What follows belongs to an exercise in optimizing a design on an open flow for small area; a production flow would make more cautious choices. The RTL was checked by simulation tests, not by an equivalence proof against the original design. Power and IR drop assume default switching activity.

[flow/run.sh]
#!/bin/bash
# Standard ORFS layout (the standard.sh) with three changes that only
# affect area:
#  - synthesis uses an area-oriented ABC script and leaves adders to ABC
#    (flow/synth_area.tcl, flow/area.abc); registers are mapped exactly as in
#    the standard synthesis, ABC only maps the logic between them
#  - ports are buffered with sky130_fd_sc_hd__buf_1
#  - CTS clusters up to 15 sinks under clkbuf_8 leaf buffers, no dummy loads
set -euo pipefail
FLOWDIR="$(cd "$(dirname "${BASH_SOURCE[0]}")" && pwd)"
export AREA_ABC_SCRIPT="$FLOWDIR/area.abc"
bash standard.sh \
  "SYNTH_SCRIPT=$FLOWDIR/synth_area.tcl" \
  "BUFFER_PORTS_ARGS=-buffer_cell sky130_fd_sc_hd__buf_1" \
  "CTS_ARGS=-sink_clustering_enable -repair_clock_nets -dont_use_dummy_load -sink_clustering_size 15 -sink_clustering_max_diameter 60 -buf_list sky130_fd_sc_hd__clkbuf_8" \
  finish > orfs_make.log 2>&1
[flow/area.abc]
strash
dc2
dc2
&get -n
&dch -f
&nf -R 1000
&put
strash
dc2
&get -n
&dch -f
&nf -R 1000
&put
[flow/synth_area.tcl]
# The standard flow's synthesis script with an area-oriented ABC script and no half/full
# adder extraction (adders are left to ABC as plain logic)
proc synth {args} { yosys synth -nofsm -noshare {*}$args }
proc extract_fa {args} { puts "extract_fa skipped" }
proc abc {args} {
  set i [lsearch -exact $args -script]
  if { $i >= 0 } {
    set args [lreplace $args $i [expr {$i + 1}] -script $::env(AREA_ABC_SCRIPT)]
  }
  yosys abc {*}$args
}
source $::env(SCRIPTS_DIR)/synth.tcl
# left out here: clear keep_hierarchy, flatten, clean up, hide names made inside functions, write 1_2_yosys.v
[standard.sh]
#!/bin/bash
# synth_recipe.tcl (not shown) runs the flow's synth.tcl, then flattens the netlist and writes it again
# the make line also repeats each setting of config.mk as NAME=value (left out here)
make -C /OpenROAD-flow-scripts/flow DESIGN_CONFIG=/design/flow/config.mk WORK_HOME=/design/flow/orfs CLKGATE_MAP_FILE= SYNTH_SCRIPT=/design/flow/synth_recipe.tcl "${@:-finish}"
[config.mk]
export PLATFORM = sky130hd
export DESIGN_NAME = robotSensorTop
export DESIGN_NICKNAME = robotSensorTop
export VERILOG_FILES = /design/flow/design.v
export SDC_FILE = /design/flow/constraint.sdc
export NUM_CORES = 4
export LEC_CHECK = 0
export CAP_MARGIN = 20
export CORE_MARGIN = 2
export CORE_UTILIZATION = 40
export SLEW_MARGIN = 20
[constraint.sdc]
create_clock -name core_clock -period 20.0 [get_ports {CLOCK_50}]
set_input_delay 4.0000 -clock core_clock [delete_from_list [all_inputs] [get_ports {CLOCK_50}]]
set_output_delay 4.0000 -clock core_clock [all_outputs]
set_load 0.01 [all_outputs]
[design.v]
`timescale 1ns/1ns
module inputSync (
	input  logic        CLOCK_50,
	input  logic        reset,
	input  logic [3:0]    encA,
	input  logic [3:0]    encB,
	input  logic        turretEncA,
	input  logic        laserSync,
	input  logic        laserSign,
	output logic [3:0]    axisARise,   
	output logic [3:0]    axisBRise,   
	output logic [3:0]    axisBLevel,  
	output logic        turretTick,  
	output logic        turretSync,  
	output logic        beamSign     
);
	localparam int NumAxes = 4;
	localparam int NumLines = 2 * NumAxes + 3;
	logic [NumLines-1:0] rawIn;
	logic [NumLines-1:0] meta;     
	logic [NumLines-1:0] stable;   
	logic [NumLines-1:0] delayed;  
	logic [NumLines-1:0] rise;
	assign rawIn = {laserSign, laserSync, turretEncA, encB, encA};
	logic [2:0] resetSeen;
	logic       stableOk;   
	logic       delayedOk;  
	assign stableOk  = ~(resetSeen[0] | resetSeen[1]);
	assign delayedOk = ~(resetSeen[0] | resetSeen[1] | resetSeen[2]);
	always_ff @(posedge CLOCK_50) begin
		resetSeen <= {resetSeen[1:0], reset};
		meta      <= rawIn;
		stable    <= meta;
		delayed   <= stable;
	end
	always_ff @(posedge CLOCK_50) begin
		if (reset) begin
			rise <= '0;
		end else begin
			rise <= (stable & {NumLines{stableOk}}) & ~(delayed & {NumLines{delayedOk}});
		end
	end
	assign axisARise  = rise[NumAxes-1:0];
	assign axisBRise  = rise[2*NumAxes-1:NumAxes];
	assign axisBLevel = delayed[2*NumAxes-1:NumAxes];
	assign turretTick = rise[2*NumAxes];
	assign turretSync = rise[2*NumAxes+1];
	assign beamSign   = delayed[2*NumAxes+2] & delayedOk;  
endmodule
`timescale 1ns/1ns
module windowTimer (
	input  logic CLOCK_50,
	input  logic reset,
	output logic windowEnd
);
	localparam logic [18:0] LastState = 19'h2b44b;
	localparam logic [18:0] Pol       = 19'h2aaaa;  
	logic [18:0] stored;
	logic [18:0] lfsr;
	assign lfsr      = stored ^ Pol;
	assign windowEnd = (lfsr == LastState);
	always_ff @(posedge CLOCK_50) begin
		if (reset || windowEnd) begin
			stored <= Pol;
		end else begin
			stored <= {lfsr[17:0], ~(lfsr[18] ^ lfsr[17] ^ lfsr[16] ^ lfsr[13])} ^ Pol;
		end
	end
endmodule
`timescale 1ns/1ns
module axisSpeed #(
	parameter logic [3:0] DirInvert = '0  
) (
	input  logic      CLOCK_50,
	input  logic      reset,
	input  logic [3:0]  axisARise,
	input  logic [3:0]  axisBRise,
	input  logic [3:0]  axisBLevel,
	input  logic      windowEnd,
	output logic [63:0] speed,  
	output logic [3:0]  direction
);
	localparam int NumAxes = 4;
	localparam logic [15:0] Pol = 16'haaaa;
	logic clear;  
	assign clear = reset | windowEnd;
	genvar i, k;
	generate
		for (i = 0; i < NumAxes; i++) begin : axis
			logic [15:0] storedA, storedT;
			logic [15:0] countA, total;
			logic [15:0] nextA, nextT;
			logic [16:0] lt;
			logic a, b, c1;
			assign countA = storedA ^ Pol;
			assign total  = storedT ^ Pol;
			assign a = axisARise[i];
			assign b = axisBRise[i];
			assign nextA[0] = ~reset & (a ^ (countA[0] & ~windowEnd));
			assign nextT[0] = ~reset & (a ^ b ^ (total[0] & ~windowEnd));
			assign c1 = (a & b) | (total[0] & ~windowEnd & (a ^ b));
			assign nextT[1] = ~reset & ((total[1] & ~windowEnd) ^ c1);
			for (k = 1; k < 16; k++) begin : bitA
				assign nextA[k] = ~clear & (countA[k] ^ (a & (&countA[k-1:0])));
			end
			for (k = 2; k < 16; k++) begin : bitT
				assign nextT[k] = ~clear & (total[k] ^ (c1 & (&total[k-1:1])));
			end
			assign lt[0] = 1'b0;
			for (k = 0; k < 16; k++) begin : cmp
				assign lt[k+1] = (countA[k] & ~total[k]) | ((countA[k] | ~total[k]) & lt[k]);
			end
			always_ff @(posedge CLOCK_50) begin
				storedA <= nextA ^ Pol;
				storedT <= nextT ^ Pol;
			end
			always_ff @(posedge CLOCK_50) begin
				if (reset) begin
					speed[i*16 +: 16] <= '0;
				end else if (windowEnd) begin
					speed[i*16 +: 16] <= {lt[16], total[15:1]};
				end
			end
			always_ff @(posedge CLOCK_50) begin
				if (reset) begin
					direction[i] <= 1'b0;
				end else if (a) begin
					direction[i] <= axisBLevel[i] ^ DirInvert[i];
				end
			end
		end
	endgenerate
endmodule
`timescale 1ns/1ns
module beamFilter (
	input  logic      CLOCK_50,
	input  logic      reset,
	input  logic      turretTick,
	input  logic      beamSign,
	output logic      markStart,
	output logic      markEnd,
	output logic      commit
);
	localparam logic [1:0] Idle    = 2'd0;  
	localparam logic [1:0] Receive = 2'd1;  
	localparam logic [1:0] Gap     = 2'd2;  
	logic [1:0] state;
	logic [1:0] nextState;
	logic [4:0] gapCount;  
	logic       gapDone;
	assign gapDone = turretTick && (gapCount == 5'd19);
	always_comb begin
		nextState = state;
		markStart = 1'b0;
		markEnd   = 1'b0;
		commit    = 1'b0;
		case (state)
			Idle: begin
				if (beamSign) begin
					markStart = 1'b1;
					nextState = Receive;
				end
			end
			Receive: begin
				if (!beamSign) begin
					markEnd   = 1'b1;
					nextState = Gap;
				end
			end
			Gap: begin
				if (beamSign) begin
					nextState = Receive;  
				end else if (gapDone) begin
					commit    = 1'b1;
					nextState = Idle;
				end
			end
			default: nextState = Idle;
		endcase
	end
	always_ff @(posedge CLOCK_50) begin
		if (reset) begin
			state <= Idle;
		end else begin
			state <= nextState;
		end
	end
	always_ff @(posedge CLOCK_50) begin
		if (markEnd) begin
			gapCount <= '0;
		end else if (state == Gap && turretTick && !beamSign) begin
			gapCount <= gapCount + 1'b1;
		end
	end
endmodule
`timescale 1ns/1ns
module beamCapture (
	input  logic      CLOCK_50,
	input  logic      reset,
	input  logic      turretTick,
	input  logic      turretSync,
	input  logic      markStart,
	input  logic      markEnd,
	input  logic      commit,
	output logic [15:0]     beamStart,
	output logic [15:0]     beamEnd,
	output logic      beamValid,
	output logic      newTurn
);
	logic [15:0] angle;
	logic [15:0] pendingStart;
	logic [15:0] pendingEnd;
	always_ff @(posedge CLOCK_50) begin
		if (reset) begin
			angle   <= '0;
			newTurn <= 1'b0;
		end else if (turretSync) begin
			angle   <= '0;
			newTurn <= ~newTurn;
		end else if (turretTick) begin
			angle <= angle + 1'b1;
		end
	end
	always_ff @(posedge CLOCK_50) begin
		if (markStart) begin
			pendingStart <= angle;
		end
		if (markEnd) begin
			pendingEnd <= angle;
		end
	end
	always_ff @(posedge CLOCK_50) begin
		if (reset) begin
			beamStart <= '0;
			beamEnd   <= '0;
			beamValid <= 1'b0;
		end else begin
			beamValid <= commit;
			if (commit) begin
				beamStart <= pendingStart;
				beamEnd   <= pendingEnd;
			end
		end
	end
endmodule
`timescale 1ns/1ns
module robotSensorTop #(
	parameter int       WindowCycles = 500000,
	parameter int       GapTicks     = 20,
	parameter logic [3:0] DirInvert    = 4'b0110  
) (
	input  logic     CLOCK_50,
	input  logic     reset,
	input  logic [3:0] encA,
	input  logic [3:0] encB,
	input  logic     turretEncA,
	input  logic     laserSync,
	input  logic     laserSign,
	output logic [63:0] speed,  
	output logic [3:0] direction,
	output logic [15:0]    beamStart,
	output logic [15:0]    beamEnd,
	output logic     beamValid,
	output logic     newTurn
);
	logic [3:0] axisARise;
	logic [3:0] axisBRise;
	logic [3:0] axisBLevel;
	logic     turretTick;
	logic     turretSync;
	logic     beamSign;
	logic windowEnd;
	logic markStart;
	logic markEnd;
	logic commit;
	inputSync inputSync_inst (
		.CLOCK_50   (CLOCK_50),
		.reset      (reset),
		.encA       (encA),
		.encB       (encB),
		.turretEncA (turretEncA),
		.laserSync  (laserSync),
		.laserSign  (laserSign),
		.axisARise  (axisARise),
		.axisBRise  (axisBRise),
		.axisBLevel (axisBLevel),
		.turretTick (turretTick),
		.turretSync (turretSync),
		.beamSign   (beamSign)
	);
	windowTimer windowTimer_inst (
		.CLOCK_50  (CLOCK_50),
		.reset     (reset),
		.windowEnd (windowEnd)
	);
	axisSpeed #(.DirInvert(DirInvert)) axisSpeed_inst (
		.CLOCK_50  (CLOCK_50),
		.reset     (reset),
		.axisARise (axisARise),
		.axisBRise (axisBRise),
		.axisBLevel(axisBLevel),
		.windowEnd (windowEnd),
		.speed     (speed),
		.direction (direction)
	);
	beamFilter beamFilter_inst (
		.CLOCK_50  (CLOCK_50),
		.reset     (reset),
		.turretTick(turretTick),
		.beamSign  (beamSign),
		.markStart (markStart),
		.markEnd   (markEnd),
		.commit    (commit)
	);
	beamCapture beamCapture_inst (
		.CLOCK_50  (CLOCK_50),
		.reset     (reset),
		.turretTick(turretTick),
		.turretSync(turretSync),
		.markStart (markStart),
		.markEnd   (markEnd),
		.commit    (commit),
		.beamStart (beamStart),
		.beamEnd   (beamEnd),
		.beamValid (beamValid),
		.newTurn   (newTurn)
	);
endmodule
==> flow_metrics.env, run 1 <==
export IMPL_multi_input_area_um2=4240
export IMPL_crit_path_max_fanout=79
export IMPL_cp_required_ns=20.45
export IMPL_setup_tns_ns=0
export IMPL_grt_max_degree=80
export IMPL_floorplan_rows=62
export IMPL_cp_depth=7
export IMPL_fp_dieH_um=176
export IMPL_yosys_register_bits=350
export IMPL_firstDrtPassIters=4
export IMPL_worst_path_cell_with_the_longest_stage_delay="sky130_fd_sc_hd__buf_4"
export IMPL_timing_critical_path_buf_inv=4
export IMPL_cell_seen_most_often_among_critical_path_stages="sky130_fd_sc_hd__buf_4"
export IMPL_drt_initial_drc_count=484
export IMPL_i_o_pins=115
export IMPL_tightestPinTransition_ns=0.919
export IMPL_number_of_antenna_cells_inserted=0
export IMPL_cts_resized=0
export IMPL_wire_length_of_the_first_global_routing_pass_um=38200
export IMPL_insertion_delay_ns=0.59
export IMPL_final_design_area_no_fill_um2=13200
export IMPL_area_growth_pct=11.9
export IMPL_power_density_nw_per_um2=81.1
export IMPL_total_grt_overflow=0
export IMPL_numPlacedInstances=1750
export IMPL_buffer_ports_inserted=114
export IMPL_maxCapViolCount=0
export IMPL_dp_hpwl_um=15100
export IMPL_synth_cell_types=40
export IMPL_cts_post_setup_buffers_inserted=0
export IMPL_die_w_um=176
export IMPL_worst_slew_margin_rel_pct=38.7
export IMPL_synth_yosys_warnings=5
export IMPL_worstHoldPathType="reg -> reg"
export IMPL_layout_min_cycle_time_ns=5.64
export IMPL_seqCellArea_um2=7330
export IMPL_synth_compound_area_share_pct=20.6
export IMPL_clk_pin_slew_worst_paths_ns=0.09
export IMPL_post_synthesis_share_of_cell_area_spent_on_and_or_nand_and_nor_gates_pct=13.1
export IMPL_cp_top_family="buffers and inverters"
export IMPL_max_freq_ghz=0.177
export IMPL_total_leakage_power_nw=4.50
export IMPL_avgRoutedWirePerCell_um=12.9
export IMPL_yosys_mux_area_fraction_pct=0.170
export IMPL_hold_viol_final=0
export IMPL_maxSlewViolCount=0
export IMPL_initial_utilization_pct=40.8
export IMPL_synthCells=1242
export IMPL_reg2reg_depth=20
export IMPL_critical_path_class="in -> reg"
export IMPL_hold_depth=0
export IMPL_final_layout_size_suffix_gt1_share_pct=3.37
export IMPL_antenna_violations_before_repair=0
export IMPL_placed_cell_area_um2=12800
export IMPL_first_global_vias=7982
export IMPL_maximum_clock_skew_at_final_layout_ns=0.0523
export IMPL_fp_coreArea_um2=28900
export IMPL_cts_buffers=28
export IMPL_via_count=8752
export IMPL_rsz0062_at_grt="false"
export IMPL_final_antenna_net_count=0
export IMPL_synth_avg_cell_area_um2=9.48
export IMPL_drc=0
export IMPL_synth_seq_area_share_pct=62.2
export IMPL_grt_util_all_layers_pct=14.7
export IMPL_layout_filler_cells=2868
export IMPL_ir_drop_worst_case_vdd_v=0.0000498
export IMPL_final_min_period_over_clock_period_pct=28.2
export IMPL_cts_htree_levels=1
export IMPL_post_place_ws_ns=13.75
export IMPL_critPathArrivalTime_ns=6.09
export IMPL_status="finished clean"
export IMPL_synthAdderAreaFrac_pct=1.11
export IMPL_dieArea_um2=30800
export IMPL_cts_sinks=350
export IMPL_synth_nets=1255
export IMPL_finalNetCount=1409
export IMPL_timing_final_setup_violations=0
export IMPL_finalWeightedCongestion=0.746
export IMPL_netlist_area_um2=11800
export IMPL_crit_path_cell_trace="clkbuf_2 -> buf_4 -> nor2_4 -> buf_4 -> buf_4 -> o21ai_0 -> a21o_1"
export IMPL_yosys_area_share_xor_xnor_pct=0.744
export IMPL_clk_root_buffer_cell="sky130_fd_sc_hd__clkbuf_8"
export IMPL_finalWirelength_um=23000
export IMPL_synth_top_family_by_area="compound AO/OA/AOI/OAI gates"
export IMPL_via_per_instance_ratio=4.92
export IMPL_cts_tree="built"
export IMPL_critical_path_max_stage_delay_ns=0.68
export IMPL_timing_critical_path_to_type="register"
export IMPL_final_cells=1778
export IMPL_fin_ws_ns=14.36
export IMPL_cts_root_to_sink_buffers=3
export IMPL_cts_hold_buffers_added=0
export IMPL_crit_path_start_kind="input pin"
-- per-stage QoR --
stage | hold slack [ns] | utilization (%) | power [mW]
finish | 0.305 | 45.7 | 1.07
global route | 0.307 | 45.7 | 1.11
CTS | 0.297 | 45.6 | 1.09
detailed placement | 0.316 | 44.3 | 0.752
floorplan | 0.310 | - | 0.742
global placement | 0.314 | 44.3 | 0.751
-- synthesized netlist by cell type --
cell / instances / area [um^2]
sky130_fd_sc_hd__nand4b_1: 1 / 8.76
sky130_fd_sc_hd__dfxtp_1: 318 / 6370
sky130_fd_sc_hd__nand4_1: 5 / 31.3
sky130_fd_sc_hd__and4_1: 1 / 8.76
sky130_fd_sc_hd__a211oi_1: 5 / 37.5
sky130_fd_sc_hd__xor2_1: 5 / 43.8
sky130_fd_sc_hd__nand3b_1: 1 / 7.51
sky130_fd_sc_hd__and2_0: 5 / 31.3
sky130_fd_sc_hd__clkinv_1: 64 / 240
sky130_fd_sc_hd__a221oi_1: 7 / 61.3
sky130_fd_sc_hd__and4b_1: 1 / 10.0
sky130_fd_sc_hd__a22o_1: 23 / 201
sky130_fd_sc_hd__or2_0: 1 / 6.26
sky130_fd_sc_hd__o2bb2ai_1: 8 / 70.1
sky130_fd_sc_hd__a211o_1: 2 / 17.5
sky130_fd_sc_hd__nand2_1: 197 / 739
sky130_fd_sc_hd__mux2i_1: 2 / 20.0
sky130_fd_sc_hd__and3_1: 20 / 125
sky130_fd_sc_hd__nor3_1: 21 / 105
sky130_fd_sc_hd__o22ai_1: 17 / 106
sky130_fd_sc_hd__o21ai_0: 166 / 831
sky130_fd_sc_hd__nor3b_1: 1 / 7.51
sky130_fd_sc_hd__nand2b_1: 9 / 56.3
sky130_fd_sc_hd__nor4_1: 3 / 18.8
sky130_fd_sc_hd__nor2b_1: 4 / 25.0
sky130_fd_sc_hd__maj3_1: 13 / 130
sky130_fd_sc_hd__a22oi_1: 2 / 15.0
sky130_fd_sc_hd__nor2_1: 90 / 338
sky130_fd_sc_hd__o221ai_1: 3 / 26.3
sky130_fd_sc_hd__edfxtp_1: 32 / 961
sky130_fd_sc_hd__a221o_1: 1 / 10.0
sky130_fd_sc_hd__a222oi_1: 1 / 10.0
sky130_fd_sc_hd__or3_1: 2 / 12.5
sky130_fd_sc_hd__or4_1: 1 / 7.51
sky130_fd_sc_hd__a21o_1: 1 / 7.51
sky130_fd_sc_hd__a21oi_1: 199 / 996
sky130_fd_sc_hd__xnor2_1: 5 / 43.8
sky130_fd_sc_hd__o21a_1: 1 / 7.51
sky130_fd_sc_hd__a2bb2oi_1: 3 / 26.3
sky130_fd_sc_hd__nand3_1: 1 / 5.00
-- final cells by class --
cell class | instances | share of cell area (%)
timing repair buffer | 124 | 3.83
sequential | 350 | 55.6
inverter | 64 | 1.82
multi-input combinational | 828 | 32.2
clock buffer | 28 | 2.93
tap | 384 | 3.65
-- power by group --
group	leakage, nW	total, mW	switching, mW	internal (mW)
combinational	1.40	0.0191	0.0135	0.00558
sequential	2.90	0.716	0.00361	0.712
clock	0.201	0.333	0.208	0.125
total	4.50	1.07	0.225	0.842
-- kinds of logic after synthesis --
group / after synthesis
AOI/OAI and AO/OA: 439
xor gates and xnor gates: 10
adders and majority gates: 13
buffers and inverters: 64
DFF: 350
muxes: 2
and+or+nand+nor: 364
-- layer usage --
layer / track usage [%] / vias to the layer above / routed length [um]
met5: 0 / - / 0
met3: 2.38 / 35 / 956
met2: 23.3 / 117 / 9980
met1: 20.8 / 3927 / 11600
li1: - / 4673 / -
met4: 3.79 / 0 / 456
-- worst paths after layout --
| path | startpoint | end | slack (ns) |
|---|---|---|---|
| setup / recovery | reset | axisSpeed_inst.axis[2].storedA[11] | 14.36 |
| hold / removal | inputSync_inst.stable[10] | inputSync_inst.delayed[10] | 0.30 |
| setup reg to reg | windowTimer_inst.stored[18] | axisSpeed_inst.axis[0].storedT[15] | 16.44 |
| hold reg to reg | inputSync_inst.stable[10] | inputSync_inst.delayed[10] | 0.30 |
-- flip-flops by register name, summed over array words and instances, names as in the netlist, 2 cells and up --
signal                         count
axisSpeed_inst.axis.storedA       64
axisSpeed_inst.axis.storedT       64
axisSpeed_inst.direction           4
axisSpeed_inst.speed              64
beamCapture_inst.angle            16
beamCapture_inst.beamEnd          16
beamCapture_inst.beamStart        16
beamCapture_inst.pendingEnd       16
beamCapture_inst.pendingStart     16
beamFilter_inst.gapCount           5
beamFilter_inst.state              2
inputSync_inst.delayed            11
inputSync_inst.meta               11
inputSync_inst.resetSeen           3
inputSync_inst.rise               10
inputSync_inst.stable             11
windowTimer_inst.stored           19
-- layout by cell type, fill, tap and decap left out, types with 10 or more instances in the layout --
cell,instances
sky130_fd_sc_hd__dfxtp_1,318
sky130_fd_sc_hd__o22ai_1,17
sky130_fd_sc_hd__buf_4,10
sky130_fd_sc_hd__nor3_1,18
sky130_fd_sc_hd__nor2_1,88
sky130_fd_sc_hd__a21oi_1,199
sky130_fd_sc_hd__maj3_1,13
sky130_fd_sc_hd__edfxtp_1,32
sky130_fd_sc_hd__buf_1,113
sky130_fd_sc_hd__clkbuf_8,28
sky130_fd_sc_hd__o21ai_0,166
sky130_fd_sc_hd__and3_1,20
sky130_fd_sc_hd__clkinv_1,64
sky130_fd_sc_hd__nand2_1,197
sky130_fd_sc_hd__a22o_1,23
==> run 2: changes to the inputs <==
--- a/design.v
+++ b/design.v
@@ -81,7 +81,8 @@
 	output logic [3:0]  direction
 );
 	localparam int NumAxes = 4;
-	localparam logic [15:0] Pol = 16'haaaa;
+	localparam logic [15:0] PolA = 16'hffff;
+	localparam logic [15:0] PolT = 16'h0000;
 	logic clear;  
 	assign clear = reset | windowEnd;
 	genvar i, k;
@@ -92,8 +93,8 @@
 			logic [15:0] nextA, nextT;
 			logic [16:0] lt;
 			logic a, b, c1;
-			assign countA = storedA ^ Pol;
-			assign total  = storedT ^ Pol;
+			assign countA = storedA ^ PolA;
+			assign total  = storedT ^ PolT;
 			assign a = axisARise[i];
 			assign b = axisBRise[i];
 			assign nextA[0] = ~reset & (a ^ (countA[0] & ~windowEnd));
@@ -111,8 +112,8 @@
 				assign lt[k+1] = (countA[k] & ~total[k]) | ((countA[k] | ~total[k]) & lt[k]);
 			end
 			always_ff @(posedge CLOCK_50) begin
-				storedA <= nextA ^ Pol;
-				storedT <= nextT ^ Pol;
+				storedA <= nextA ^ PolA;
+				storedT <= nextT ^ PolT;
 			end
 			always_ff @(posedge CLOCK_50) begin
 				if (reset) begin
@@ -137,25 +138,33 @@
 	input  logic      reset,
 	input  logic      turretTick,
 	input  logic      beamSign,
-	output logic      markStart,
-	output logic      markEnd,
-	output logic      commit
+	output logic      markStart,  
+	output logic      markEnd,    
+	output logic      gapHold,    
+	output logic      gapExit,    
+	output logic      commit,     
+	output logic      beamValid   
 );
-	localparam logic [1:0] Idle    = 2'd0;  
-	localparam logic [1:0] Receive = 2'd1;  
-	localparam logic [1:0] Gap     = 2'd2;  
+	localparam logic [1:0] Idle       = 2'd0;  
+	localparam logic [1:0] Receive    = 2'd1;  
+	localparam logic [1:0] Gap        = 2'd2;  
+	localparam logic [1:0] CommitSeen = 2'd3;
 	logic [1:0] state;
 	logic [1:0] nextState;
 	logic [4:0] gapCount;  
 	logic       gapDone;
 	assign gapDone = turretTick && (gapCount == 5'd19);
+	assign beamValid = (state == CommitSeen);
 	always_comb begin
 		nextState = state;
 		markStart = 1'b0;
 		markEnd   = 1'b0;
+		gapHold   = 1'b0;
+		gapExit   = 1'b0;
 		commit    = 1'b0;
 		case (state)
-			Idle: begin
+			Idle, CommitSeen: begin
+				nextState = Idle;
 				if (beamSign) begin
 					markStart = 1'b1;
 					nextState = Receive;
@@ -169,10 +178,14 @@
 			end
 			Gap: begin
 				if (beamSign) begin
+					gapExit   = 1'b1;
 					nextState = Receive;  
 				end else if (gapDone) begin
+					gapExit   = 1'b1;
 					commit    = 1'b1;
-					nextState = Idle;
+					nextState = CommitSeen;
+				end else begin
+					gapHold   = 1'b1;
 				end
 			end
 			default: nextState = Idle;
@@ -201,45 +214,57 @@
 	input  logic      turretSync,
 	input  logic      markStart,
 	input  logic      markEnd,
+	input  logic      gapHold,
+	input  logic      gapExit,
 	input  logic      commit,
 	output logic [15:0]     beamStart,
 	output logic [15:0]     beamEnd,
-	output logic      beamValid,
 	output logic      newTurn
 );
 	logic [15:0] angle;
+	logic [4:0]  ticks;
+	logic        sinceSync;
 	logic [15:0] pendingStart;
-	logic [15:0] pendingEnd;
+	logic        holdEnd;   
+	logic        zeroBase;  
+	logic [4:0]  addTicks;
+	logic        addTick;
+	assign holdEnd  = markEnd | gapHold;
+	assign zeroBase = reset | (turretSync & ~holdEnd) | (gapExit & sinceSync);
+	assign addTicks = (gapExit & ~turretSync & ~reset) ? ticks : 5'd0;
+	assign addTick  = turretTick & ~turretSync & ~holdEnd & ~reset;
+	always_ff @(posedge CLOCK_50) begin
+		angle <= (zeroBase ? 16'd0 : angle) + {11'd0, addTicks} + {15'd0, addTick};
+	end
+	always_ff @(posedge CLOCK_50) begin
+		if (turretSync) begin
+			ticks <= '0;
+		end else if (markEnd) begin
+			ticks <= {4'd0, turretTick};
+		end else begin
+			ticks <= ticks + {4'd0, turretTick};
+		end
+		sinceSync <= turretSync | (sinceSync & ~markEnd);
+	end
 	always_ff @(posedge CLOCK_50) begin
 		if (reset) begin
-			angle   <= '0;
 			newTurn <= 1'b0;
 		end else if (turretSync) begin
-			angle   <= '0;
 			newTurn <= ~newTurn;
-		end else if (turretTick) begin
-			angle <= angle + 1'b1;
 		end
 	end
 	always_ff @(posedge CLOCK_50) begin
 		if (markStart) begin
 			pendingStart <= angle;
 		end
-		if (markEnd) begin
-			pendingEnd <= angle;
-		end
 	end
 	always_ff @(posedge CLOCK_50) begin
 		if (reset) begin
 			beamStart <= '0;
 			beamEnd   <= '0;
-			beamValid <= 1'b0;
-		end else begin
-			beamValid <= commit;
-			if (commit) begin
-				beamStart <= pendingStart;
-				beamEnd   <= pendingEnd;
-			end
+		end else if (commit) begin
+			beamStart <= pendingStart;
+			beamEnd   <= angle;
 		end
 	end
 endmodule
@@ -273,6 +298,8 @@
 	logic markStart;
 	logic markEnd;
 	logic commit;
+	logic gapHold;
+	logic gapExit;
 	inputSync inputSync_inst (
 		.CLOCK_50   (CLOCK_50),
 		.reset      (reset),
@@ -310,7 +337,10 @@
 		.beamSign  (beamSign),
 		.markStart (markStart),
 		.markEnd   (markEnd),
-		.commit    (commit)
+		.gapHold   (gapHold),
+		.gapExit   (gapExit),
+		.commit    (commit),
+		.beamValid (beamValid)
 	);
 	beamCapture beamCapture_inst (
 		.CLOCK_50  (CLOCK_50),
@@ -319,10 +349,11 @@
 		.turretSync(turretSync),
 		.markStart (markStart),
 		.markEnd   (markEnd),
+		.gapHold   (gapHold),
+		.gapExit   (gapExit),
 		.commit    (commit),
 		.beamStart (beamStart),
 		.beamEnd   (beamEnd),
-		.beamValid (beamValid),
 		.newTurn   (newTurn)
 	);
 endmodule
--- a/config.mk
+++ b/config.mk
@@ -7,5 +7,5 @@
 export LEC_CHECK = 0
 export CAP_MARGIN = 20
 export CORE_MARGIN = 2
-export CORE_UTILIZATION = 40
+export CORE_UTILIZATION = 70
 export SLEW_MARGIN = 20
==> run 2 against run 1 <==
  * Still clean on timing, DRC and antenna
  * Register-to-register slack got worse by 1.4 ns
  * Non-clock buffer count down 2
  * Power decreased by 4.0%
  * Critical path type unchanged
  * Largest power group unchanged
==> flow_metrics.env, run 2 <==
export IMPL_synth_cell_types=37
export IMPL_number_of_antenna_cells_inserted=0
export IMPL_comb_power_share_pct=2.1
export IMPL_via_per_instance_ratio=5.90
export IMPL_ir_drop_worst_case_vdd_v=0.0000857
export IMPL_maxCapViolCount=0
export IMPL_power_share_switching_pct=20.9
export IMPL_finalWeightedCongestion=0.783
export IMPL_worstHoldPathType="reg -> reg"
export IMPL_synthCells=1132
export IMPL_avgRoutedWirePerCell_um=14.4
export IMPL_cts_tree="built"
export IMPL_area_growth_pct=10.3
export IMPL_clk_pin_slew_worst_paths_ns=0.09
export IMPL_cts_htree_levels=1
export IMPL_power_internal_uw=811
export IMPL_worst_slew_margin_rel_pct=37.0
export IMPL_tightestPinTransition_ns=0.942
export IMPL_wire_length_of_the_first_global_routing_pass_um=36800
export IMPL_dieArea_um2=17200
export IMPL_drc=0
export IMPL_maxSlewViolCount=0
export IMPL_insertion_delay_ns=0.55
export IMPL_critical_path_class="in -> reg"
export IMPL_cts_buffers=26
export IMPL_netlist_area_um2=11300
export IMPL_timing_critical_path_to_type="register"
export IMPL_grt_util_all_layers_pct=24.5
export IMPL_finalNetCount=1295
export IMPL_drt_initial_drc_count=445
export IMPL_power_share_clock_pct=30.2
export IMPL_clk_root_buffer_cell="sky130_fd_sc_hd__clkbuf_8"
export IMPL_grt_max_degree=78
export IMPL_cts_hold_buffers_added=0
export IMPL_hold_viol_final=0
export IMPL_firstDrtPassIters=5
export IMPL_power_density_nw_per_um2=81.9
export IMPL_cts_sinks=339
export IMPL_final_cells=1496
export IMPL_leading_cell_type_in_the_layout_fill_and_taps_excluded="sky130_fd_sc_hd__dfxtp_1"
export IMPL_placed_cell_area_um2=12100
export IMPL_postSynth_asyncResetShare_pct=0
export IMPL_final_design_area_no_fill_um2=12500
export IMPL_total_grt_overflow=0
export IMPL_die_w_um=131
export IMPL_first_global_vias=8161
export IMPL_total_leakage_power_nw=4.53
export IMPL_synth_largest_area_cell="sky130_fd_sc_hd__dfxtp_1"
export IMPL_layout_min_cycle_time_ns=7.90
export IMPL_number_of_enable_type_register_cells_in_the_synthesized_netlist=16
export IMPL_crit_path_max_fanout=62
export IMPL_critPathArrivalTime_ns=8.33
export IMPL_top_layer="met4"
export IMPL_status="finished clean"
export IMPL_cts_resized=0
export IMPL_postLayoutCoreUtil_pct=78.8
export IMPL_synth_avg_cell_area_um2=10.0
export IMPL_met1Wirelength_um=10000
export IMPL_cts_root_to_sink_buffers=3
export IMPL_synth_seq_area_share_pct=61.2
export IMPL_initial_utilization_pct=71.4
export IMPL_pwr_share_seq_pct=67.7
export IMPL_final_layout_size_suffix_gt1_share_pct=3.20
export IMPL_maximum_clock_skew_at_final_layout_ns=0.0252
export IMPL_numPlacedInstances=1469
export IMPL_crit_path_start_kind="input pin"
export IMPL_via_count=8826
export IMPL_reg_top3="axisSpeed_inst.axis.storedA (64), axisSpeed_inst.axis.storedT (64), axisSpeed_inst.speed (64)"
export IMPL_yosys_register_bits=339
export IMPL_final_min_period_over_clock_period_pct=39.5
export IMPL_rsz0062_at_grt="false"
export IMPL_antenna_violations_before_repair=0
export IMPL_synth_top_flop_cell="sky130_fd_sc_hd__dfxtp_1"
export IMPL_timing_final_setup_violations=0
export IMPL_buffer_ports_inserted=114
export IMPL_cts_post_setup_buffers_inserted=0
export IMPL_floorplan_rows=46
export IMPL_final_antenna_net_count=0
export IMPL_synth_most_common_cell="sky130_fd_sc_hd__dfxtp_1"
export IMPL_finalWirelength_um=21600
export IMPL_dp_hpwl_um=14000
export IMPL_setup_tns_ns=0
export IMPL_netlist_area_leader_share_pct=57.0
export IMPL_detailroute_wirelength_met2_um=10200
export IMPL_post_synth_main_area_contributors="sky130_fd_sc_hd__dfxtp_1 (57%), sky130_fd_sc_hd__a21oi_1 (7.2%), sky130_fd_sc_hd__a22o_1 (4.9%)"
export IMPL_synthTopCellsByCount="sky130_fd_sc_hd__dfxtp_1 (323), sky130_fd_sc_hd__a21oi_1 (163), sky130_fd_sc_hd__nand2_1 (126)"
export IMPL_synth_yosys_warnings=5
export IMPL_netSwitchingPower_uw=214
export IMPL_synth_nets=1145
export IMPL_fp_dieH_um=131
export IMPL_i_o_pins=115
export IMPL_cp_required_ns=20.44
export IMPL_max_freq_ghz=0.127
export IMPL_fp_coreArea_um2=15900
export IMPL_met3_length_um=767
export IMPL_layout_cells_most_common_list="sky130_fd_sc_hd__dfxtp_1 (323), sky130_fd_sc_hd__a21oi_1 (163), sky130_fd_sc_hd__nand2_1 (126)"
[run 2: logic make-up (layout without fill, tap and decap cells)]
family,Yosys count,count (layout),share of synthesized area [%]
buffers and inverters,11,159,0.364
flip-flops,339,339,61.2
AO/OA/AOI/OAI,397,397,21.2
multiplexers,2,2,0.176
adder cells (fa/ha/maj),1,1,0.0882
XOR/XNOR,22,22,1.70
AND/OR/NAND/NOR,360,360,15.2
[run 2: worst paths after layout]
kind | slack [ns] | end | cells past startpoint | start
max | 12.10 | beamCapture_inst.angle[15] | 19 | reset
min | 0.33 | inputSync_inst.stable[6] | 0 | inputSync_inst.meta[6]
max reg2reg | 15.03 | beamCapture_inst.angle[15] | 20 | inputSync_inst.resetSeen[1]
min reg2reg | 0.33 | inputSync_inst.stable[6] | 0 | inputSync_inst.meta[6]
[run 2: worst max-delay path, stage by stage]
cell                       delay [ns]
sky130_fd_sc_hd__clkbuf_2        0.08
sky130_fd_sc_hd__buf_4           0.32
sky130_fd_sc_hd__nor4_1          0.83
sky130_fd_sc_hd__and4_1          0.31
sky130_fd_sc_hd__o21bai_1        0.15
sky130_fd_sc_hd__and2_0          0.20
sky130_fd_sc_hd__o21ai_0         0.10
sky130_fd_sc_hd__o21ai_0         0.11
sky130_fd_sc_hd__a21oi_1         0.08
sky130_fd_sc_hd__nor2_1          0.15
sky130_fd_sc_hd__nor2_1          0.07
sky130_fd_sc_hd__maj3_1          0.36
sky130_fd_sc_hd__nor2_1          0.25
sky130_fd_sc_hd__nand3_1         0.14
sky130_fd_sc_hd__nor2_1          0.30
sky130_fd_sc_hd__nand3_1         0.15
sky130_fd_sc_hd__nor2_1          0.33
sky130_fd_sc_hd__nand4_1         0.18
sky130_fd_sc_hd__xor2_1          0.17
[run 2: metal layers]
metal	global-route usage, %	vias to the layer above
met5	0	-
met4	7.85	0
met3	3.20	44
met2	41.8	176
met1	32.8	4133
li1	-	4473
[run 2: through the flow]
stage	hold slack (ns)	worst slack, ns	power [mW]
CTS	0.332	12.15	1.03
floorplan	0.310	11.40	0.720
detailed placement	0.312	11.59	0.730
global placement	0.310	11.78	0.729
finish	0.328	12.10	1.03
global route	0.339	11.49	1.06
[run 2: cell type report]
type,count,area (um^2)
multi-input cells,782,4390
repair buffers,122,509
flip-flops and latches,339,6950
well taps,216,270
fillers,1130,3370
clock buffers,26,358
inverters,11,41.3
[run 2: power groups by stage]
stage	clock network, mW	logic, mW	registers [mW]
4_1_cts	0.318	0.0207	0.694
6_report	0.310	0.0214	0.694
2_1_floorplan	0	0.0124	0.708
5_1_grt	0.340	0.0238	0.695
3_3_place_gp	0	0.0200	0.709
3_5_place_dp	0	0.0204	0.710
==> run 3: changes to the inputs <==
==> flow/run.sh (replaced) <==
#!/bin/bash
# Standard ORFS layout (the standard.sh) with three changes that only
# affect area:
#  - synthesis uses an area-oriented ABC script and leaves adders to ABC
#    (flow/synth_area.tcl, flow/area.abc); registers are mapped exactly as in
#    the standard synthesis, ABC only maps the logic between them
#  - ports are buffered with sky130_fd_sc_hd__buf_1
#  - CTS clusters up to 20 sinks under clkbuf_8 leaf buffers, no dummy loads
set -euo pipefail
FLOWDIR="$(cd "$(dirname "${BASH_SOURCE[0]}")" && pwd)"
export AREA_ABC_SCRIPT="$FLOWDIR/area.abc"
bash standard.sh \
  "SYNTH_SCRIPT=$FLOWDIR/synth_area.tcl" \
  "BUFFER_PORTS_ARGS=-buffer_cell sky130_fd_sc_hd__buf_1" \
  "CTS_ARGS=-sink_clustering_enable -repair_clock_nets -dont_use_dummy_load -sink_clustering_size 20 -sink_clustering_max_diameter 70 -buf_list sky130_fd_sc_hd__clkbuf_8" \
  finish > orfs_make.log 2>&1
--- a/config.mk
+++ b/config.mk
@@ -5,7 +5,7 @@
 export SDC_FILE = /design/flow/constraint.sdc
 export NUM_CORES = 4
 export LEC_CHECK = 0
-export CAP_MARGIN = 20
+export CAP_MARGIN = 0
 export CORE_MARGIN = 2
 export CORE_UTILIZATION = 70
-export SLEW_MARGIN = 20
+export SLEW_MARGIN = 0
==> run 3 against run 2 <==
  * Still clean on timing, DRC and antenna
  * Global-route usage down 0.17 points
  * Critical path depth did not move
  * Worst setup slack got worse by 0.028 ns
  * Count of clock-buffer cells in the layout down 6
  * Sequential share of layout area increased by 0.52 points
  * Combinational power down 4%
  * Wire length down 0.81%
  * Maximum frequency fell by 0.35%
  * Clock skew up 0.022 ns
  * Sequential power hardly changed
  * Power is 2.8% lower
  * Cell area fell by 0.93%
  * Largest cell class unchanged
==> flow_metrics.env, run 3 <==
export IMPL_synth_avg_cell_area_um2=10.0
export IMPL_postLayoutCoreUtil_pct=78.1
export IMPL_fp_coreArea_um2=15900
export IMPL_i_o_pins=115
export IMPL_number_of_enable_type_register_cells_in_the_synthesized_netlist=16
export IMPL_synth_compound_area_share_pct=21.2
export IMPL_max_freq_ghz=0.126
export IMPL_final_layout_size_suffix_gt1_share_pct=2.51
export IMPL_cts_resized=0
export IMPL_synth_nets=1145
export IMPL_drt_initial_drc_count=482
export IMPL_r2r_setup_slack_ns=15.00
export IMPL_synth_yosys_warnings=5
export IMPL_netlist_area_leader_share_pct=57.0
export IMPL_synth_most_common_cell="sky130_fd_sc_hd__dfxtp_1"
export IMPL_critical_path_class="in -> reg"
export IMPL_worst_r2r_endpoint="beamCapture_inst.angle[15]"
export IMPL_setup_tns_ns=0
export IMPL_critPathArrivalTime_ns=8.34
export IMPL_hold_depth=0
export IMPL_postSynth_asyncResetShare_pct=0
export IMPL_timing_critical_path_to_type="register"
export IMPL_synth_top_flop_cell="sky130_fd_sc_hd__dfxtp_1"
export IMPL_cts_sinks=339
export IMPL_reg_top3="axisSpeed_inst.axis.storedA (64), axisSpeed_inst.axis.storedT (64), axisSpeed_inst.speed (64)"
export IMPL_worstHoldPathType="reg -> reg"
export IMPL_maxSlewViolCount=0
export IMPL_drc=0
export IMPL_buffer_ports_inserted=114
export IMPL_cp_required_ns=20.42
export IMPL_holdCritStartpoint="inputSync_inst.meta[9]"
export IMPL_floorplan_rows=46
export IMPL_post_layout_total_power_uw=997
export IMPL_rsz0062_at_grt="false"
export IMPL_crit_path_start_kind="input pin"
export IMPL_first_global_vias=8071
export IMPL_status="finished clean"
export IMPL_initial_utilization_pct=71.4
export IMPL_synthAdderAreaFrac_pct=0.0882
export IMPL_leading_cell_type_in_the_layout_fill_and_taps_excluded="sky130_fd_sc_hd__dfxtp_1"
export IMPL_grt_util_all_layers_pct=24.4
export IMPL_timing_final_setup_violations=0
export IMPL_insertion_delay_ns=0.56
export IMPL_final_min_period_over_clock_period_pct=39.6
export IMPL_total_grt_overflow=0
export IMPL_avgRoutedWirePerCell_um=14.4
export IMPL_crit_path_max_fanout=62
export IMPL_yosys_mux_area_fraction_pct=0.176
export IMPL_die_w_um=131
export IMPL_yosys_register_bits=339
export IMPL_dieArea_um2=17200
export IMPL_cts_htree_levels=1
export IMPL_dp_hpwl_um=14000
export IMPL_finalWirelength_um=21400
export IMPL_synth_largest_area_cell="sky130_fd_sc_hd__dfxtp_1"
export IMPL_number_of_antenna_cells_inserted=0
export IMPL_synthCells=1132
export IMPL_wire_length_of_the_first_global_routing_pass_um=36600
export IMPL_final_antenna_net_count=0
export IMPL_layout_min_cycle_time_ns=7.92
export IMPL_yosys_area_share_xor_xnor_pct=1.70
export IMPL_maxCapViolCount=0
export IMPL_synth_top_family_by_area="compound AO/OA/AOI/OAI gates"
export IMPL_via_count=8792
export IMPL_grt_max_degree=78
export IMPL_maximum_clock_skew_at_final_layout_ns=0.0475
export IMPL_hold_viol_final=0
export IMPL_synthTopCellsByCount="sky130_fd_sc_hd__dfxtp_1 (323), sky130_fd_sc_hd__a21oi_1 (163), sky130_fd_sc_hd__nand2_1 (126)"
export IMPL_cts_hold_buffers_added=0
export IMPL_area_growth_pct=9.25
export IMPL_cp_startpoint="reset"
export IMPL_firstDrtPassIters=5
export IMPL_layout_cells_most_common_list="sky130_fd_sc_hd__dfxtp_1 (323), sky130_fd_sc_hd__a21oi_1 (163), sky130_fd_sc_hd__nand2_1 (126)"
export IMPL_total_leakage_power_nw=4.47
export IMPL_netlist_area_um2=11300
export IMPL_clk_pin_slew_worst_paths_ns=0.11
export IMPL_finalNetCount=1288
export IMPL_clk_root_buffer_cell="sky130_fd_sc_hd__clkbuf_8"
export IMPL_reg2reg_depth=20
export IMPL_cts_root_to_sink_buffers=3
export IMPL_post_synth_main_area_contributors="sky130_fd_sc_hd__dfxtp_1 (57%), sky130_fd_sc_hd__a21oi_1 (7.2%), sky130_fd_sc_hd__a22o_1 (4.9%)"
export IMPL_power_density_nw_per_um2=80.4
export IMPL_cts_post_setup_buffers_inserted=0
export IMPL_hold_path_endpoint="inputSync_inst.stable[9]"
export IMPL_synth_cell_types=37
export IMPL_antenna_violations_before_repair=0
export IMPL_tightestPinTransition_ns=1.14
export IMPL_cts_buffers=20
export IMPL_ir_drop_worst_case_vdd_v=0.0000977
export IMPL_post_synthesis_share_of_cell_area_spent_on_and_or_nand_and_nor_gates_pct=15.2
export IMPL_finalWeightedCongestion=0.783
export IMPL_via_per_instance_ratio=5.90
export IMPL_worst_slew_margin_rel_pct=24.1
export IMPL_fp_dieH_um=131
export IMPL_synth_seq_area_share_pct=61.2
export IMPL_cts_tree="built"
export IMPL_r2r_start="inputSync_inst.resetSeen[1]"
==> run 3: cell count changes in the layout (fill, tap and decap cells not counted) <==
cell                       previous run  this run
sky130_fd_sc_hd__clkbuf_8            26        20
sky130_fd_sc_hd__and3_1              38        39
sky130_fd_sc_hd__and3_2               1         0
sky130_fd_sc_hd__buf_16               1         0
sky130_fd_sc_hd__nor3_1              40        41
sky130_fd_sc_hd__nor3_2               2         1
==> run 3: how the worst max path moves through the flow <==
stage / endpoint / slack (ns) / cells past startpoint
after global routing: beamCapture_inst.angle[15] / 11.48 / 19
after global placement: beamCapture_inst.angle[15] / 11.78 / 19
after floorplan: axisSpeed_inst.axis[0].storedT[10] / 11.40 / 3
final: beamCapture_inst.angle[15] / 12.08 / 19
after CTS: beamCapture_inst.angle[15] / 12.11 / 19
after detailed placement: beamCapture_inst.angle[15] / 11.59 / 19
==> run 3: cell type report <==
| cell class | count | area [um^2] |
|---|---|---|
| sequential | 339 | 6950 |
| multi-input combinational | 782 | 4380 |
| fill | 1164 | 3490 |
| timing repair buffer | 121 | 482 |
| clock buffer | 20 | 275 |
| tap | 216 | 270 |
| inverter | 11 | 41.3 |
==> run 3: cells by family after synthesis <==
group           Yosys count
buf+inv                  11
mux                       2
compound gates          397
simple gates            360
flops                   339
fa+ha+maj                 1
xor+xnor                 22
==> run 3: critical path, stage by stage <==
cell,delay (ns)
sky130_fd_sc_hd__clkbuf_2,0.08
sky130_fd_sc_hd__buf_4,0.32
sky130_fd_sc_hd__nor4_1,0.84
sky130_fd_sc_hd__and4_1,0.31
sky130_fd_sc_hd__o21bai_1,0.15
sky130_fd_sc_hd__and2_0,0.20
sky130_fd_sc_hd__o21ai_0,0.10
sky130_fd_sc_hd__o21ai_0,0.11
sky130_fd_sc_hd__a21oi_1,0.08
sky130_fd_sc_hd__nor2_1,0.15
sky130_fd_sc_hd__nor2_1,0.07
sky130_fd_sc_hd__maj3_1,0.36
sky130_fd_sc_hd__nor2_1,0.25
sky130_fd_sc_hd__nand3_1,0.14
sky130_fd_sc_hd__nor2_1,0.30
sky130_fd_sc_hd__nand3_1,0.15
sky130_fd_sc_hd__nor2_1,0.33
sky130_fd_sc_hd__nand4_1,0.18
sky130_fd_sc_hd__xor2_1,0.17
==> run 3: stage by stage <==
stage	instances	hold WS [ns]	instance area (um^2)	setup WS (ns)
floorplan	1132	0.310	11300	11.40
detailed placement	1469	0.312	12100	11.59
CTS	1489	0.338	12400	12.11
global placement	1469	0.310	12100	11.78
finish	1489	0.334	12400	12.08
global route	1489	0.345	12400	11.48
==> run 3: report_power, final <==
| group | internal (mW) | total [mW] | switching (mW) |
|---|---|---|---|
| clock | 0.0910 | 0.282 | 0.191 |
| combinational | 0.00621 | 0.0206 | 0.0143 |
| sequential | 0.688 | 0.694 | 0.00590 |
| total | 0.786 | 0.997 | 0.211 |
==> run 3: metal layers <==
metal	part of all wire, %	global-route usage, %
met4	2.6	7.61
met2	47	41.0
met1	47	33.1
met3	4.0	3.28
met5	0	0
==> run 4: changes to the inputs <==
==> flow/area.abc (replaced) <==
strash
dc2
dc2
&get -n
&deepsyn -T 40
&put
strash
&get -n
&dch -f
&nf -R 1000
&put
strash
&get -n
&deepsyn -T 40
&put
strash
&get -n
&dch -f
&nf -R 1000
&put
==> run 4 against run 3 <==
  * Still clean on timing, DRC and antenna
  * Die area decreased by 0.91%
  * First-iteration DRC count grew 8.5%
  * Hold slack got worse by 0.00081 ns
  * Synthesized area is 0.94% lower
  * Flip-flop and latch count unchanged
  * Sequential share of layout area up 0.42 points
  * Critical path type unchanged
  * Critical endpoint unchanged
==> flow_metrics.env, run 4 <==
export IMPL_antenna_violations_before_repair=0
export IMPL_i_o_pins=115
export IMPL_cts_sinks=339
export IMPL_status="finished clean"
export IMPL_r2r_start="inputSync_inst.resetSeen[2]"
export IMPL_total_leakage_power_nw=4.60
export IMPL_area_growth_pct=9.46
export IMPL_synth_seq_area_share_pct=61.8
export IMPL_r2r_setup_slack_ns=13.74
export IMPL_rsz0062_at_grt="false"
export IMPL_cp_startpoint="reset"
export IMPL_firstDrtPassIters=5
export IMPL_total_grt_overflow=0
export IMPL_final_antenna_net_count=0
export IMPL_worst_slew_margin_rel_pct=28.6
export IMPL_synth_cell_types=38
export IMPL_layout_filler_cells=1106
export IMPL_floorplan_rows=46
export IMPL_clk_root_buffer_cell="sky130_fd_sc_hd__clkbuf_8"
export IMPL_finalNetCount=1224
export IMPL_cts_buffers=20
export IMPL_worst_setup_path_endpoint="beamCapture_inst.angle[15]"
export IMPL_ir_drop_worst_case_vdd_v=0.0000765
export IMPL_number_of_enable_type_register_cells_in_the_synthesized_netlist=16
export IMPL_hold_viol_final=0
export IMPL_netlist_area_um2=11200
export IMPL_grt_met3_usage_pct=2.93
export IMPL_cts_root_to_sink_buffers=3
export IMPL_yosys_register_bits=339
export IMPL_cts_post_setup_buffers_inserted=0
export IMPL_drc=0
export IMPL_cts_htree_levels=1
export IMPL_drt_initial_drc_count=523
export IMPL_critical_path_class="in -> reg"
export IMPL_critPathArrivalTime_ns=8.35
export IMPL_gr_layer_usage_met1_pct=34.6
export IMPL_post_layout_total_power_uw=993
export IMPL_maxCapViolCount=0
export IMPL_layout_min_cycle_time_ns=7.91
export IMPL_maximum_clock_skew_at_final_layout_ns=0.0270
export IMPL_fp_dieH_um=131
export IMPL_synthCells=1067
export IMPL_fp_coreArea_um2=15800
export IMPL_grt_max_degree=81
export IMPL_synth_avg_cell_area_um2=10.5
export IMPL_clk_pin_slew_worst_paths_ns=0.12
export IMPL_worst_r2r_endpoint="beamCapture_inst.angle[15]"
export IMPL_initial_utilization_pct=71.3
export IMPL_groute_layer_met2_usage_pct=40.7
export IMPL_globalRoute_busiestLayer="met2"
export IMPL_post_synth_main_area_contributors="sky130_fd_sc_hd__dfxtp_1 (58%), sky130_fd_sc_hd__a22o_1 (7.4%), sky130_fd_sc_hd__a21oi_1 (5.6%)"
export IMPL_number_of_antenna_cells_inserted=0
export IMPL_finalWeightedCongestion=0.737
export IMPL_synthTopCellsByCount="sky130_fd_sc_hd__dfxtp_1 (323), sky130_fd_sc_hd__a21oi_1 (126), sky130_fd_sc_hd__o21ai_0 (97)"
export IMPL_leading_cell_type_in_the_layout_fill_and_taps_excluded="sky130_fd_sc_hd__dfxtp_1"
export IMPL_postSynth_asyncResetShare_pct=0
export IMPL_synth_most_common_cell="sky130_fd_sc_hd__dfxtp_1"
export IMPL_max_freq_ghz=0.126
export IMPL_crit_path_max_fanout=33
export IMPL_reg2reg_depth=26
export IMPL_final_min_period_over_clock_period_pct=39.6
export IMPL_dp_hpwl_um=13800
export IMPL_cts_hold_buffers_added=0
export IMPL_setup_tns_ns=0
export IMPL_crit_path_start_kind="input pin"
export IMPL_reg_top3="axisSpeed_inst.axis.storedA (64), axisSpeed_inst.axis.storedT (64), axisSpeed_inst.speed (64)"
export IMPL_synth_largest_area_cell="sky130_fd_sc_hd__dfxtp_1"
export IMPL_hold_depth=0
export IMPL_worstHoldPathType="reg -> reg"
export IMPL_layout_cells_most_common_list="sky130_fd_sc_hd__dfxtp_1 (323), sky130_fd_sc_hd__a21oi_1 (126), sky130_fd_sc_hd__buf_1 (113)"
export IMPL_via_per_instance_ratio=5.90
export IMPL_synth_nets=1080
export IMPL_die_w_um=131
export IMPL_cts_resized=0
export IMPL_grt_util_all_layers_pct=24.3
export IMPL_synth_top_flop_cell="sky130_fd_sc_hd__dfxtp_1"
export IMPL_timing_final_setup_violations=0
export IMPL_power_density_nw_per_um2=80.7
export IMPL_avgRoutedWirePerCell_um=14.9
export IMPL_buffer_ports_inserted=114
export IMPL_final_layout_size_suffix_gt1_share_pct=2.89
export IMPL_synth_yosys_warnings=5
export IMPL_dieArea_um2=17100
export IMPL_netlist_area_leader_share_pct=57.5
export IMPL_cp_required_ns=20.43
export IMPL_tightestPinTransition_ns=1.07
export IMPL_timing_critical_path_to_type="register"
export IMPL_finalWirelength_um=21200
export IMPL_wire_length_of_the_first_global_routing_pass_um=34500
export IMPL_first_global_vias=7376
export IMPL_cts_tree="built"
export IMPL_via_count=8414
export IMPL_maxSlewViolCount=0
export IMPL_insertion_delay_ns=0.55
-- run 4: area by class of cell --
cell class | instances | area [um^2] | share of cell area [%]
flip-flops and latches | 339 | 6950 | 56.4
well taps | 216 | 270 | 2.20
clock buffers | 20 | 275 | 2.24
repair buffers | 122 | 489 | 3.98
inverters | 10 | 37.5 | 0.305
multi-input cells | 718 | 4290 | 34.8
-- run 4: critical path: stages --
cell                       delay, ns
sky130_fd_sc_hd__clkbuf_2       0.44
sky130_fd_sc_hd__nor3b_1        0.92
sky130_fd_sc_hd__a22o_1         0.23
sky130_fd_sc_hd__nand2_1        0.08
sky130_fd_sc_hd__nor2_1         0.14
sky130_fd_sc_hd__o21ai_0        0.11
sky130_fd_sc_hd__and3_1         0.21
sky130_fd_sc_hd__nor3_1         0.28
sky130_fd_sc_hd__o21ai_0        0.17
sky130_fd_sc_hd__a21oi_1        0.34
sky130_fd_sc_hd__and3_1         0.25
sky130_fd_sc_hd__and2_0         0.30
sky130_fd_sc_hd__nand3_1        0.14
sky130_fd_sc_hd__nor2_1         0.35
sky130_fd_sc_hd__nand4_1        0.19
sky130_fd_sc_hd__xor2_1         0.18
-- run 4: power breakdown --
| part | total, mW | leakage, nW | internal, mW | switching (mW) |
|---|---|---|---|---|
| Sequential | 0.693 | 2.78 | 0.688 | 0.00538 |
| Clock | 0.279 | 0.144 | 0.0910 | 0.188 |
| Combinational | 0.0210 | 1.67 | 0.00648 | 0.0145 |
| Total | 0.993 | 4.60 | 0.785 | 0.208 |
-- run 4: logic make-up after synthesis --
group | synth area share (%)
AND/OR/NAND/NOR | 14.0
adder cells (fa/ha/maj) | 0.178
multiplexers | 0.178
flip-flops | 61.8
buffers and inverters | 0.334
AO/OA/AOI/OAI | 22.2
XOR/XNOR | 1.32
-- run 4: metrics by stage --
stage                     std cells  area, um^2  hold slack (ns)  utilization [%]  setup WS [ns]
after floorplan                1067       11200            0.310                -          11.34
final                          1425       12300            0.333             78.0          12.09
after global routing           1425       12300            0.336             78.0          11.67
after detailed placement       1405       12000            0.312             76.3          11.62
after CTS                      1425       12300            0.337             78.0          12.19
after global placement         1405       12000            0.311             76.3          11.96
-- run 4: worst min-delay path by stage --
stage / start / to
after global placement: inputSync_inst.meta[9] / inputSync_inst.stable[9]
after global routing: inputSync_inst.meta[9] / inputSync_inst.stable[9]
after detailed placement: inputSync_inst.meta[10] / inputSync_inst.stable[10]
after floorplan: inputSync_inst.stable[10] / inputSync_inst.delayed[10]
final: inputSync_inst.meta[9] / inputSync_inst.stable[9]
after CTS: inputSync_inst.meta[9] / inputSync_inst.stable[9]
-- run 4: routing by layer --
metal | share of wire, % | wire length, um
met3 | 3.7 | 785
met5 | 0 | 0
met2 | 47 | 9990
met4 | 1.4 | 298
met1 | 48 | 10100
==> run 5: changes to the inputs <==
--- a/design.v
+++ b/design.v
@@ -48,24 +48,42 @@
 	assign beamSign   = delayed[2*NumAxes+2] & delayedOk;  
 endmodule
 `timescale 1ns/1ns
-module windowTimer (
+module windowTimer #(
+	parameter int WindowCycles = 500000
+) (
 	input  logic CLOCK_50,
 	input  logic reset,
 	output logic windowEnd
 );
-	localparam logic [18:0] LastState = 19'h2b44b;
-	localparam logic [18:0] Pol       = 19'h2aaaa;  
-	logic [18:0] stored;
-	logic [18:0] lfsr;
-	assign lfsr      = stored ^ Pol;
-	assign windowEnd = (lfsr == LastState);
-	always_ff @(posedge CLOCK_50) begin
-		if (reset || windowEnd) begin
-			stored <= Pol;
-		end else begin
-			stored <= {lfsr[17:0], ~(lfsr[18] ^ lfsr[17] ^ lfsr[16] ^ lfsr[13])} ^ Pol;
+	generate
+		if (WindowCycles == 500000) begin : lfsrCount
+			localparam logic [18:0] LastState = 19'h2b44b;
+			localparam logic [18:0] Pol       = 19'h2aaaa;  
+			logic [18:0] stored;
+			logic [18:0] lfsr;
+			assign lfsr      = stored ^ Pol;
+			assign windowEnd = (lfsr == LastState);
+			always_ff @(posedge CLOCK_50) begin
+				if (reset || windowEnd) begin
+					stored <= Pol;
+				end else begin
+					stored <= {lfsr[17:0], ~(lfsr[18] ^ lfsr[17] ^ lfsr[16] ^ lfsr[13])} ^ Pol;
+				end
+			end
+		end else begin : binaryCount
+			localparam int CountWidth = (WindowCycles > 1) ? $clog2(WindowCycles) : 1;
+			localparam logic [CountWidth-1:0] LastCount = WindowCycles - 1;
+			logic [CountWidth-1:0] cycleCount;
+			assign windowEnd = (cycleCount == LastCount);
+			always_ff @(posedge CLOCK_50) begin
+				if (reset || windowEnd) begin
+					cycleCount <= '0;
+				end else begin
+					cycleCount <= cycleCount + 1'b1;
+				end
+			end
 		end
-	end
+	endgenerate
 endmodule
 `timescale 1ns/1ns
 module axisSpeed #(
@@ -133,7 +151,9 @@
 	endgenerate
 endmodule
 `timescale 1ns/1ns
-module beamFilter (
+module beamFilter #(
+	parameter int GapTicks = 20  
+) (
 	input  logic      CLOCK_50,
 	input  logic      reset,
 	input  logic      turretTick,
@@ -151,9 +171,11 @@
 	localparam logic [1:0] CommitSeen = 2'd3;
 	logic [1:0] state;
 	logic [1:0] nextState;
-	logic [4:0] gapCount;  
+	localparam int GapWidth = (GapTicks > 1) ? $clog2(GapTicks) : 1;
+	localparam logic [GapWidth-1:0] GapLast = GapTicks - 1;
+	logic [GapWidth-1:0] gapCount;  
 	logic       gapDone;
-	assign gapDone = turretTick && (gapCount == 5'd19);
+	assign gapDone = turretTick && (gapCount == GapLast);
 	assign beamValid = (state == CommitSeen);
 	always_comb begin
 		nextState = state;
@@ -207,7 +229,9 @@
 	end
 endmodule
 `timescale 1ns/1ns
-module beamCapture (
+module beamCapture #(
+	parameter int GapTicks = 20
+) (
 	input  logic      CLOCK_50,
 	input  logic      reset,
 	input  logic      turretTick,
@@ -222,27 +246,28 @@
 	output logic      newTurn
 );
 	logic [15:0] angle;
-	logic [4:0]  ticks;
+	localparam int TickWidth = $clog2(GapTicks + 1);
+	logic [TickWidth-1:0] ticks;
 	logic        sinceSync;
 	logic [15:0] pendingStart;
 	logic        holdEnd;   
 	logic        zeroBase;  
-	logic [4:0]  addTicks;
+	logic [TickWidth-1:0] addTicks;
 	logic        addTick;
 	assign holdEnd  = markEnd | gapHold;
 	assign zeroBase = reset | (turretSync & ~holdEnd) | (gapExit & sinceSync);
-	assign addTicks = (gapExit & ~turretSync & ~reset) ? ticks : 5'd0;
+	assign addTicks = (gapExit & ~turretSync & ~reset) ? ticks : '0;
 	assign addTick  = turretTick & ~turretSync & ~holdEnd & ~reset;
 	always_ff @(posedge CLOCK_50) begin
-		angle <= (zeroBase ? 16'd0 : angle) + {11'd0, addTicks} + {15'd0, addTick};
+		angle <= (zeroBase ? 16'd0 : angle) + {{(16-TickWidth){1'b0}}, addTicks} + {15'd0, addTick};
 	end
 	always_ff @(posedge CLOCK_50) begin
 		if (turretSync) begin
 			ticks <= '0;
 		end else if (markEnd) begin
-			ticks <= {4'd0, turretTick};
+			ticks <= {{(TickWidth-1){1'b0}}, turretTick};
 		end else begin
-			ticks <= ticks + {4'd0, turretTick};
+			ticks <= ticks + {{(TickWidth-1){1'b0}}, turretTick};
 		end
 		sinceSync <= turretSync | (sinceSync & ~markEnd);
 	end
@@ -315,7 +340,7 @@
 		.turretSync (turretSync),
 		.beamSign   (beamSign)
 	);
-	windowTimer windowTimer_inst (
+	windowTimer #(.WindowCycles(WindowCycles)) windowTimer_inst (
 		.CLOCK_50  (CLOCK_50),
 		.reset     (reset),
 		.windowEnd (windowEnd)
@@ -330,7 +355,7 @@
 		.speed     (speed),
 		.direction (direction)
 	);
-	beamFilter beamFilter_inst (
+	beamFilter #(.GapTicks(GapTicks)) beamFilter_inst (
 		.CLOCK_50  (CLOCK_50),
 		.reset     (reset),
 		.turretTick(turretTick),
@@ -342,7 +367,7 @@
 		.commit    (commit),
 		.beamValid (beamValid)
 	);
-	beamCapture beamCapture_inst (
+	beamCapture #(.GapTicks(GapTicks)) beamCapture_inst (
 		.CLOCK_50  (CLOCK_50),
 		.reset     (reset),
 		.turretTick(turretTick),
==> run 5 against run 4 <==
  * Flip-flop and latch count did not move
  * Via count did not move
  * Register-to-register slack barely moved
  * Worst setup slack did not move
  * Non-clock buffer count did not move
  * Critical path depth did not move
  * Sequential power barely moved
  * Still clean
  * Cell area did not move
  * Count of clock-buffer cells in the layout did not move
  * Utilization did not move
  * Synthesized cell count did not move
==> flow_metrics.env, run 5 <==
export IMPL_status="finished clean"
export IMPL_synth_yosys_warnings=5
export IMPL_via_count=8414
export IMPL_timing_final_setup_violations=0
export IMPL_number_of_antenna_cells_inserted=0
export IMPL_cts_htree_levels=1
export IMPL_yosys_register_bits=339
export IMPL_post_synth_main_area_contributors="sky130_fd_sc_hd__dfxtp_1 (58%), sky130_fd_sc_hd__a22o_1 (7.4%), sky130_fd_sc_hd__a21oi_1 (5.6%)"
export IMPL_synth_seq_area_share_pct=61.8
export IMPL_leading_cell_type_in_the_layout_fill_and_taps_excluded="sky130_fd_sc_hd__dfxtp_1"
export IMPL_tightestPinTransition_ns=1.07
export IMPL_maxSlewViolCount=0
export IMPL_netlist_area_um2=11200
export IMPL_synth_most_common_cell="sky130_fd_sc_hd__dfxtp_1"
export IMPL_max_freq_ghz=0.126
export IMPL_cts_hold_buffers_added=0
export IMPL_synthTopCellsByCount="sky130_fd_sc_hd__dfxtp_1 (323), sky130_fd_sc_hd__a21oi_1 (126), sky130_fd_sc_hd__o21ai_0 (97)"
export IMPL_hold_viol_final=0
export IMPL_synth_avg_cell_area_um2=10.5
export IMPL_synthCells=1067
export IMPL_firstDrtPassIters=5
export IMPL_total_leakage_power_nw=4.60
export IMPL_post_place_ws_ns=11.62
export IMPL_drc=0
export IMPL_dp_hpwl_um=13800
export IMPL_netlist_area_leader_share_pct=57.5
export IMPL_cts_sinks=339
export IMPL_synth_largest_area_cell="sky130_fd_sc_hd__dfxtp_1"
export IMPL_timing_critical_path_to_type="register"
export IMPL_fp_coreArea_um2=15800
export IMPL_finalWirelength_um=21200
export IMPL_initial_utilization_pct=71.3
export IMPL_crit_path_start_kind="input pin"
export IMPL_worst_slew_margin_rel_pct=28.6
export IMPL_clk_root_buffer_cell="sky130_fd_sc_hd__clkbuf_8"
export IMPL_grt_max_degree=81
export IMPL_cts_tree="built"
export IMPL_finalNetCount=1224
export IMPL_power_density_nw_per_um2=80.7
export IMPL_final_antenna_net_count=0
export IMPL_maxCapViolCount=0
export IMPL_antenna_violations_before_repair=0
export IMPL_final_min_period_over_clock_period_pct=39.6
export IMPL_synth_nets=1080
export IMPL_fin_ws_ns=12.09
export IMPL_floorplan_rows=46
export IMPL_setup_tns_ns=0
export IMPL_finalWeightedCongestion=0.737
export IMPL_cp_required_ns=20.43
[run 5: final timing paths]
kind                          startpoint                          to  slack [ns]  cells after the start
min reg2reg       inputSync_inst.meta[9]    inputSync_inst.stable[9]        0.33                      0
max                                reset  beamCapture_inst.angle[15]       12.09                     16
max reg2reg  inputSync_inst.resetSeen[2]  beamCapture_inst.angle[15]       13.74                     26
min               inputSync_inst.meta[9]    inputSync_inst.stable[9]        0.33                      0
[run 5: worst max-delay path, stage by stage]
cell and delay (ns):
sky130_fd_sc_hd__clkbuf_2 0.44, sky130_fd_sc_hd__nor3b_1 0.92, sky130_fd_sc_hd__a22o_1 0.23, sky130_fd_sc_hd__nand2_1 0.08, sky130_fd_sc_hd__nor2_1 0.14, sky130_fd_sc_hd__o21ai_0 0.11
sky130_fd_sc_hd__and3_1 0.21, sky130_fd_sc_hd__nor3_1 0.28, sky130_fd_sc_hd__o21ai_0 0.17, sky130_fd_sc_hd__a21oi_1 0.34, sky130_fd_sc_hd__and3_1 0.25, sky130_fd_sc_hd__and2_0 0.30
sky130_fd_sc_hd__nand3_1 0.14, sky130_fd_sc_hd__nor2_1 0.35, sky130_fd_sc_hd__nand4_1 0.19, sky130_fd_sc_hd__xor2_1 0.18
[run 5: metal layers]
layer | part of all wire (%) | GRT usage, %
met2 | 47 | 40.7
met5 | 0 | 0
met3 | 3.7 | 2.93
met1 | 48 | 34.6
met4 | 1.4 | 4.82
[run 5: cell type report]
class,instances,area (um^2)
clock buffers,20,275
inverters,10,37.5
flip-flops and latches,339,6950
multi-input cells,718,4290
well taps,216,270
fillers,1106,3460
repair buffers,122,489
[run 5: where the power goes]
| group | leakage, nW | total, mW | switching (mW) | internal (mW) |
|---|---|---|---|---|
| clock | 0.144 | 0.279 | 0.188 | 0.0910 |
| combinational | 1.67 | 0.0210 | 0.0145 | 0.00648 |
| sequential | 2.78 | 0.693 | 0.00538 | 0.688 |
| total | 4.60 | 0.993 | 0.208 | 0.785 |
[run 5: kinds of logic (layout without fill, tap and decap cells)]
kind of cell             count (synthesis)  after routing  share of synthesized area, %
AND/OR/NAND/NOR                        307            307                          14.0
AO/OA/AOI/OAI                          390            390                          22.2
XOR/XNOR                                17             17                          1.32
multiplexers                             2              2                         0.178
flip-flops                             339            339                          61.8
buffers and inverters                   10            152                         0.334
adder cells (fa/ha/maj)                  2              2                         0.178
[run 5: through the flow]
step	std cells	hold slack, ns	cell area [um^2]
2_1_floorplan	1067	0.310	11200
3_3_place_gp	1405	0.311	12000
3_5_place_dp	1405	0.312	12000
4_1_cts	1425	0.337	12300
5_1_grt	1425	0.336	12300
6_report	1425	0.333	12300

separate check: timing with driven ports:
In the flow no input, the clock included, has a driving cell. The finished layouts below were timed again as built, in two steps.
Step 1 assumes that a clkbuf_16 drives the clock port and a buf_2 every other input.
Step 2 times the ports against the registers' clock, not the clock port: input delays grow and output delays shrink by t, the midpoint of the rising clock arrivals with the driver on.
Three values: ideal ports, drivers, drivers and shift; two values: the first two.
| run | shift t [ns] | slack for setup (ns) | clock arrival spread, ns | cell pins on the clock port's net |
|---|---|---|---|---|
| run 1 | 0.610 | 14.362 / 14.386 / 13.776 | 0.054 / 0.054 | 1 |
| run 2 | 0.579 | 12.104 / 12.121 / 11.542 | 0.027 / 0.027 | 1 |
| run 3 | 0.575 | 12.076 / 12.092 / 11.517 | 0.050 / 0.050 | 1 |
| run 4 | 0.572 | 12.087 / 12.106 / 11.534 | 0.027 / 0.028 | 1 |
| run 5 | 0.572 | 12.087 / 12.106 / 11.534 | 0.027 / 0.028 | 1 |
After both steps setup and hold are still met in every run listed. For run 1, which loses most, drivers alone change the setup slack by +0.024 ns; drivers and shift together by -0.586 ns.
